This design comes from an exercise in tuning for small area, a short achievable clock period and few clock cycles on the open sky130 flow, not from production work. RTL that was checked went through simulation tests only; none was proved equivalent to the original. Power and IR drop assume default switching activity.

Design ipdc_top, start of the top module:
module ipdc_top (
	input  logic             i_clk,
	input  logic             i_rst_n,
	input  logic             i_op_valid,
	input  logic [2:0]       i_op_mode,
	input  logic             i_in_valid,
	input  ipdc_pkg::pixel_t i_in_data,
	output logic             o_in_ready,
	output logic             o_out_valid,
	output ipdc_pkg::pixel_t o_out_data
);
	logic             wr0;
	logic             wr32;
	ipdc_pkg::pixel_t wr_data;
	logic             rd_valid;
	logic             rd_ycc;
	logic [15:0]      sel;
	ipdc_pkg::pixel_t tap_data;
	logic             s2_v;
	logic             s2_ycc;
	ipdc_pkg::pixel_t s2_d;
	op_ctrl u_op_ctrl (
		.i_clk       (i_clk),
		.i_rst_n     (i_rst_n),
		.i_op_valid  (i_op_valid),
		.i_op_mode   (i_op_mode),
		.i_in_valid  (i_in_valid),
		.i_in_data   (i_in_data),
		.o_in_ready  (o_in_ready),
		.o_wr0       (wr0),
		.o_wr32      (wr32),
		.o_wr_data   (wr_data),
		.o_rd_valid  (rd_valid),
		.o_rd_ycc    (rd_ycc),
		.o_sel       (sel)
	);
	image_buffer u_image_buffer (
		.i_clk      (i_clk),
		.i_wr0      (wr0),
		.i_wr32     (wr32),
		.i_wr_data  (wr_data),
		.i_sel      (sel),
		.o_tap_data (tap_data)
	);
	always_ff @(posedge i_clk or negedge i_rst_n) begin
		if (!i_rst_n) begin
			s2_v   <= 1'b0;
			s2_ycc <= 1'b0;
		end else begin
			s2_v   <= rd_valid;
			s2_ycc <= rd_ycc;
		end
	end
	always_ff @(posedge i_clk) begin
		s2_d <= tap_data;
	end
	color_output u_color_output (
		.i_clk       (i_clk),
		.i_rst_n     (i_rst_n),
		.i_valid     (s2_v),
		.i_ycc       (s2_ycc),
		.i_pixel     (s2_d),
		.o_out_valid (o_out_valid),
		.o_out_data  (o_out_data)
	);
endmodule
Size in the first run: ~2800 cells after synthesis, ~1700 flip-flops, roughly 57 I/O pins, roughly 43000 um2 of cells after synthesis.
make LEC_CHECK=0 CAP_MARGIN=20 CORE_MARGIN=2 CORE_UTILIZATION=60 CTS_BUF_LIST=sky130_fd_sc_hd__clkbuf_16 CTS_CLUSTER_DIAMETER=50 CTS_CLUSTER_SIZE=30 PLACE_DENSITY=0.7 SETUP_SLACK_MARGIN=3.2 SLEW_MARGIN=20 finish   # period 5.5 ns
run.sh (not shown) runs the stock make flow with config.mk's settings and CLKGATE_MAP_FILE= SYNTH_SCRIPT=/design/flow/synth_recipe.tcl, a recipe that flattens the netlist after the stock synthesis.
Rerun with:
--- a/flow/config.mk
+++ b/flow/config.mk
@@ -10,6 +10,6 @@
 export CORE_UTILIZATION = 60
 export CTS_BUF_LIST = sky130_fd_sc_hd__clkbuf_16
-export CTS_CLUSTER_DIAMETER = 50
-export CTS_CLUSTER_SIZE = 30
+export CTS_CLUSTER_DIAMETER = 55
+export CTS_CLUSTER_SIZE = 32
 export PLACE_DENSITY = 0.7
 export SETUP_SLACK_MARGIN = 3.2
Worst hold slack improved by 0.016 ns.
Wire length shrinks by 1.6%.
Final area shrinks by 1.2%.
Non-clock buffer count grows by 10.
Clock skew shrinks by 0.0085 ns.
Sequential power stays flat.
Register-to-register slack got worse by 0.04 ns.
No functional check of the RTL was part of any run of this note.

========
ipdc_top, a different RTL version from the one above (not shown whole).
For scale: roughly 2800 cells after synthesis, about 1700 flip-flops, about 57 I/O pins, roughly 43000 sq um of cells after synthesis.
clock: 5.5 ns
lec_check: 0
cap_margin: 20
core_margin: 2
core_utilization: 60
cts_buf_list: sky130_fd_sc_hd__clkbuf_16
cts_cluster_diameter: 60
cts_cluster_size: 36
place_density: 0.7
setup_slack_margin: 3.4
slew_margin: 20
Testbench counts at the start, summed over its fixed seeds: cycles 6,749.
Then changed:
CTS_CLUSTER_DIAMETER = 55   (was 60)
CTS_CLUSTER_SIZE = 32   (was 36)
Via count climbs by 0.89%. Global-route usage climbs by 0.34 points. Power climbs by 4.4%. Hold slack is about the same. Fmax drops by 0.34%. Combinational power stays flat. Wire length climbs by 2.0%. Cell area climbs by 1.5%. Core utilization climbs by 0.98 points. Sequential cell count stays the same. Cell count climbs by 0.73%.
Then changed:
CORE_UTILIZATION = 55   (was 60)
CTS_CLUSTER_DIAMETER = 60   (was 55)
CTS_CLUSTER_SIZE = 36   (was 32)
PLACE_DENSITY = 0.65   (was 0.7)
What happened: The new run passed the timing, DRC and antenna checks; total power went down by 2.0%; area after synthesis is unchanged; clock-buffer cell count went down by 15; clock power went down by 6.5%; first-iteration DRC count went up by 10%; register-to-register slack degrades by 0.05 ns; routed wire length went up by 0.66%; via count hardly moves.
Then changed:
CORE_UTILIZATION = 60   (was 55)
CTS_CLUSTER_DIAMETER = 50   (was 60)
CTS_CLUSTER_SIZE = 40   (was 36)
PLACE_DENSITY = 0.7   (was 0.65)
The new run completed without violations.
Cell area went up by about 2.3%.
Non-clock buffer count went up by 5.
Global-route usage went up by 1.8 points.
Fmax stays flat.
Worst hold slack is worse by 0.0077 ns.
Synthesized cell count does not change.
Routed wire length went up by about 0.46%.
Synthesized area is unchanged.
First-iteration DRC count went down by about 11%.
Via count went up by 0.84%.

========
Another version of the RTL of ipdc_top (not shown whole).
For scale: roughly 2800 cells after synthesis, roughly 1700 flip-flops, about 57 I/O pins, ~42000 um^2 of cells after synthesis.
clock: 5.5 ns
lec_check: 0
cap_margin: 20
core_margin: 2
core_utilization: 60
cts_buf_list: sky130_fd_sc_hd__clkbuf_16
cts_cluster_diameter: 50
cts_cluster_size: 30
place_density: 0.7
setup_slack_margin: 3.2
slew_margin: 20
Testbench counts at the start, summed over its fixed seeds: cycles 6,749.
Change:
SETUP_SLACK_MARGIN = 3.4   (was 3.2)
=>
- The changed run finished clean
- sequential power is about the same
- synthesized area does not change
- clock power barely changes
- routed wire length rises by 0.55%
- non-clock buffer count climbs by 27
- global-route usage hardly moves
- total power rose by 1.1%
- design area went up by 1.2%
- utilization rises by 0.84 points
Change:
CTS_CLUSTER_DIAMETER = 60   (was 50)
CTS_CLUSTER_SIZE = 36   (was 30)
Result: The changed run went through all stages and came out clean. Hold slack gets better by 0.0043 ns. Routed wire length went down by 1.0%. Design area went down by 2.7%. Global-route usage went down by 0.44 points. Utilization went down by 1.9 points. Non-clock buffer count went up by 11. Power went down by 7.4%. Via count went down by 1.2%. Cell count went down by 1.9%.
Change:
CORE_UTILIZATION = 70   (was 60)
CTS_CLUSTER_DIAMETER = 50   (was 60)
CTS_CLUSTER_SIZE = 30   (was 36)
PLACE_DENSITY = 0.8   (was 0.7)
SETUP_SLACK_MARGIN = 3.2   (was 3.4)
Effect:
- final area drops by 0.40%
- synthesized cell count is unchanged
- sequential power barely changes
- die area came out lower by 14%

========
Another version of the RTL of ipdc_top (not shown whole).
Size in the first run: about 2800 cells after synthesis, ~1700 flip-flops, roughly 57 I/O pins, roughly 42000 sq um of cells after synthesis.
export LEC_CHECK = 0
export CAP_MARGIN = 20
export CORE_MARGIN = 2
export CORE_UTILIZATION = 60
export CTS_BUF_LIST = sky130_fd_sc_hd__clkbuf_16
export CTS_CLUSTER_DIAMETER = 55
export CTS_CLUSTER_SIZE = 32
export PLACE_DENSITY = 0.7
export SETUP_SLACK_MARGIN = 3.2
export SLEW_MARGIN = 20
create_clock -name core_clock -period 5.5 [get_ports {i_clk}]
Testbench counts at the start, summed over its fixed seeds: cycles 6,749.
Then changed:
--- a/flow/config.mk
+++ b/flow/config.mk
@@ -11,4 +11,4 @@
 export CTS_BUF_LIST = sky130_fd_sc_hd__clkbuf_16
-export CTS_CLUSTER_DIAMETER = 55
-export CTS_CLUSTER_SIZE = 32
+export CTS_CLUSTER_DIAMETER = 50
+export CTS_CLUSTER_SIZE = 30
 export PLACE_DENSITY = 0.7
Effect:
- The new run ran to the end with no violations
- clock skew rose by 0.0037 ns
- count of clock-buffer cells in the layout rose by 16
- utilization rose by 1.4 points
- hold slack is worse by 0.011 ns
- critical path depth is unchanged
- wire length rose by a few percent
- sequential share of layout area fell by 1.5 points
- synthesized cell count stays the same
- global-route usage rose by 0.49 points

========
Another version of the RTL of ipdc_top (not shown whole).
Size: about 1700 flip-flops, roughly 57 I/O pins, roughly 43000 um^2 of cells after synthesis.
export LEC_CHECK = 0
export CAP_MARGIN = 20
export CORE_MARGIN = 2
export CORE_UTILIZATION = 60
export CTS_BUF_LIST = sky130_fd_sc_hd__clkbuf_16
export CTS_CLUSTER_DIAMETER = 55
export CTS_CLUSTER_SIZE = 32
export PLACE_DENSITY = 0.7
export SETUP_SLACK_MARGIN = 3.3
export SLEW_MARGIN = 20
create_clock -name core_clock -period 5.5 [get_ports {i_clk}]
The first run went through all stages and came out clean.
Next try:
SETUP_SLACK_MARGIN = 3.2   (was 3.3)
Design area is lower by 0.31%.
Critical path depth is unchanged.
Setup slack improved by 6.4 ps.
Clock power hardly moves.
Synthesized area stays the same.
Cell count is about the same.
Register-to-register slack gets worse by 80 ps.
Clock skew rises by 3.6 ps.
Synthesized cell count stays the same.
Function was not checked in any run of this note: the RTL went through the layout flow alone.

========
Another version of the RTL of ipdc_top (not shown whole).
For scale: roughly 2800 cells after synthesis, about 1700 flip-flops.
Settings: LEC_CHECK=0, CAP_MARGIN=20, CORE_MARGIN=2, CORE_UTILIZATION=45, PLACE_DENSITY=0.6, SETUP_SLACK_MARGIN=3.0, SLEW_MARGIN=20; clock period 5.5 ns.
Edit:
Settings changed: CORE_UTILIZATION 45 to 60, PLACE_DENSITY 0.6 to 0.7.
Sequential share of layout area grows by 1.1 points. Design area is lower by 1.6%. Non-clock buffer count shrinks by 1. Routed wire length barely changes. Via count rises by 1.4%. Power went down by 2.4%. Sequential power barely changes. Setup slack improved by 0.011 ns.
No functional check of the RTL was part of any run of this note.

========
P:
ipdc_top, a different RTL version from the one above (not shown whole).
For scale: about 57 I/O pins, roughly 0.043 mm^2 of cells after synthesis.
// ipdc_top
module ipdc_top (
	input  logic             i_clk,
	input  logic             i_rst_n,
	input  logic             i_op_valid,
	input  logic [2:0]       i_op_mode,
	input  logic             i_in_valid,
	input  ipdc_pkg::pixel_t i_in_data,
	output logic             o_in_ready,
	output logic             o_out_valid,
	output ipdc_pkg::pixel_t o_out_data
);
make LEC_CHECK=0 CAP_MARGIN=20 CORE_MARGIN=2 CORE_UTILIZATION=60 CTS_BUF_LIST=sky130_fd_sc_hd__clkbuf_16 CTS_CLUSTER_DIAMETER=50 CTS_CLUSTER_SIZE=30 PLACE_DENSITY=0.7 SETUP_SLACK_MARGIN=3.2 SLEW_MARGIN=20 finish   # period 5.5 ns
Testbench counts of P, summed over its fixed seeds: cycles 6,640.
Input-level comparison between Q and P:
- a change of CTS_CLUSTER_DIAMETER from 50 to 55
- a change of CTS_CLUSTER_SIZE from 30 to 32
==> comparison <==
NOTE: filler-free cell count of the finished design in Q falls short of that of P
[Q] final-stage net count fell 20 relative to P
For the final critical-path required period, Q came in 28 ps higher than P did.
When Q is set beside P, its least setup slack across all paths after layout turns out to be 28 ps smaller.
Of Q and P, it is Q that has the higher number of instances resized during post-cts repair.
Q finished end to end and its layout was clean on timing, DRC and antenna.

========
== oak ==
RTL: one of the versions met above, not the one the previous note started from.
Size in the first run: about 2800 cells after synthesis, roughly 1700 flip-flops, about 43000 sq um of cells after synthesis.
clock: 5.5 ns
lec_check: 0
cap_margin: 20
core_margin: 2
core_utilization: 60
cts_buf_list: sky130_fd_sc_hd__clkbuf_16
cts_cluster_diameter: 55
cts_cluster_size: 32
place_density: 0.7
setup_slack_margin: 3.3
slew_margin: 20
The flow did not stop early for oak: all stages ran, and the layout cleared the timing, DRC and antenna checks.
Testbench counts of oak, summed over its fixed seeds: cycles 6,749.
Modified inputs, pine compared to oak
- swapping 3.3 for 3.4 in SETUP_SLACK_MARGIN
- swapping 32 for 34 in CTS_CLUSTER_SIZE
Findings:
pine ended with every stage complete and zero timing, DRC or antenna violations.
Final wirelength essentially unchanged between oak and pine.
pine vs oak — relative max-transition margin rose 20 points.
Diff oak -> pine: highest achievable clock rate went up about 0.34%, number of diodes added for antenna fixing went up 1, post-placement cell count held.

========
Another version of the RTL of ipdc_top (not shown whole).
Size: ~2800 cells after synthesis, roughly 1700 flip-flops, about 43000 um^2 of cells after synthesis.
make LEC_CHECK=0 CAP_MARGIN=20 CORE_MARGIN=2 CORE_UTILIZATION=60 CTS_BUF_LIST=sky130_fd_sc_hd__clkbuf_16 CTS_CLUSTER_DIAMETER=60 CTS_CLUSTER_SIZE=36 PLACE_DENSITY=0.7 SETUP_SLACK_MARGIN=3.2 SLEW_MARGIN=20 finish   # period 5.5 ns
Edit:
CTS_BUF_LIST = sky130_fd_sc_hd__clkbuf_8   (was sky130_fd_sc_hd__clkbuf_16)
CTS_CLUSTER_DIAMETER = 50   (was 60)
CTS_CLUSTER_SIZE = 16   (was 36)
Outcome: Die area is unchanged. Register-to-register slack loses 0.04 ns. Setup slack loses 0.16 ns. Count of clock-buffer cells in the layout goes up by 60. Power goes down by a few percent. Worst hold slack loses 0.030 ns. Routed wire length goes up slightly. Core utilization goes down by 0.26 points. Via count goes up by a few percent. Sequential power is about the same. Critical path depth goes up by 1.
Edit:
SETUP_SLACK_MARGIN = 3.0   (was 3.2)
The changed run passed the timing, DRC and antenna checks.
Final cell count is lower by 0.45%.
Power is lower by 0.80%.
Non-clock buffer count is lower by 19.
Wire length is lower by 0.71%.
Flip-flop and latch count does not change.
Combinational power is lower by about 5%.
Via count is lower by 0.44%.
Clock power stays flat.
Sequential power stays flat.
Synthesized area stays the same.
Clock skew hardly moves.
Function was not checked in any run of this note: the RTL went through the layout flow alone.

## re-timing with driven ports
How much do the figures lean on ideal ports? The routed layouts below were timed once more, with nothing changed but the port constraints. Step 1 sets driving cells, clkbuf_16 on the clock port and buf_2 on the other inputs (assumed; they add their load-dependent delay and slew). Step 2 moves the port delays by t, midway between the first and last clock arrival at a register: inputs arrive t later, outputs are due t later. That takes back most of the time a late clock gives input paths. Three values: ideal, step 1, step 2; two values: the first two.
| run | t, ns | slack for setup (ns) | hold WS [ns] |
|---|---|---|---|
| the first run of note 1 | 0.744 | 3.110 / 3.043 / 2.625 | 0.297 / 0.297 / 0.297 |
| the second run of note 1 | 0.718 | 3.116 / 3.053 / 2.694 | 0.313 / 0.313 / 0.313 |
| the first run of note 2 | 0.698 | 3.292 / 3.229 / 2.879 | 0.311 / 0.311 / 0.311 |
| the second run of note 2 | 0.720 | 3.284 / 3.216 / 2.888 | 0.309 / 0.309 / 0.309 |
| the third run of note 2 | 0.720 | 3.255 / 3.189 / 2.839 | 0.316 / 0.316 / 0.316 |
| the fourth run of note 2 | 0.742 | 3.259 / 3.193 / 2.692 | 0.308 / 0.308 / 0.308 |
| the first run of note 3 | 0.727 | 3.209 / 3.144 / 2.753 | 0.306 / 0.306 / 0.306 |
| the second run of note 3 | 0.718 | 3.199 / 3.134 / 2.765 | 0.308 / 0.308 / 0.308 |
| the third run of note 3 | 0.697 | 3.202 / 3.134 / 2.731 | 0.312 / 0.312 / 0.312 |
| the fourth run of note 3 | 0.706 | 3.168 / 3.156 / 2.574 | 0.308 / 0.308 / 0.308 |
| the first run of note 4 | 0.716 | 3.199 / 3.133 / 2.713 | 0.313 / 0.313 / 0.313 |
| the second run of note 4 | 0.744 | 3.182 / 3.115 / 2.699 | 0.302 / 0.302 / 0.302 |
| the first run of note 5 | 0.703 | 3.209 / 3.144 / 2.875 | 0.313 / 0.313 / 0.313 |
| the second run of note 5 | 0.709 | 3.215 / 3.153 / 2.577 | 0.314 / 0.314 / 0.314 |
| the first run of note 6 | 0.802 | 2.989 / 2.926 / 2.506 | 0.299 / 0.299 / 0.299 |
| the second run of note 6 | 0.782 | 3.000 / 2.938 / 2.424 | 0.309 / 0.309 / 0.309 |
| P | 0.734 | 2.920 / 2.920 / 2.568 | 0.312 / 0.312 / 0.312 |
| Q | 0.732 | 2.892 / 2.892 / 2.542 | 0.311 / 0.311 / 0.311 |
| oak | 0.724 | 3.275 / 3.210 / 2.650 | 0.312 / 0.312 / 0.312 |
| pine | 0.720 | 3.283 / 3.220 / 2.882 | 0.304 / 0.304 / 0.304 |
| the first run of note 9 | 0.691 | 3.225 / 3.163 / 2.611 | 0.289 / 0.289 / 0.289 |
| the second run of note 9 | 0.838 | 3.068 / 3.008 / 2.487 | 0.259 / 0.227 / 0.315 |
| the third run of note 9 | 0.839 | 3.067 / 3.009 / 2.402 | 0.260 / 0.230 / 0.317 |
After both steps setup and hold are still met in every run listed. The setup slack of the third run of note 9, which loses most, moves by -0.058 ns with the drivers and by -0.665 ns with both steps.
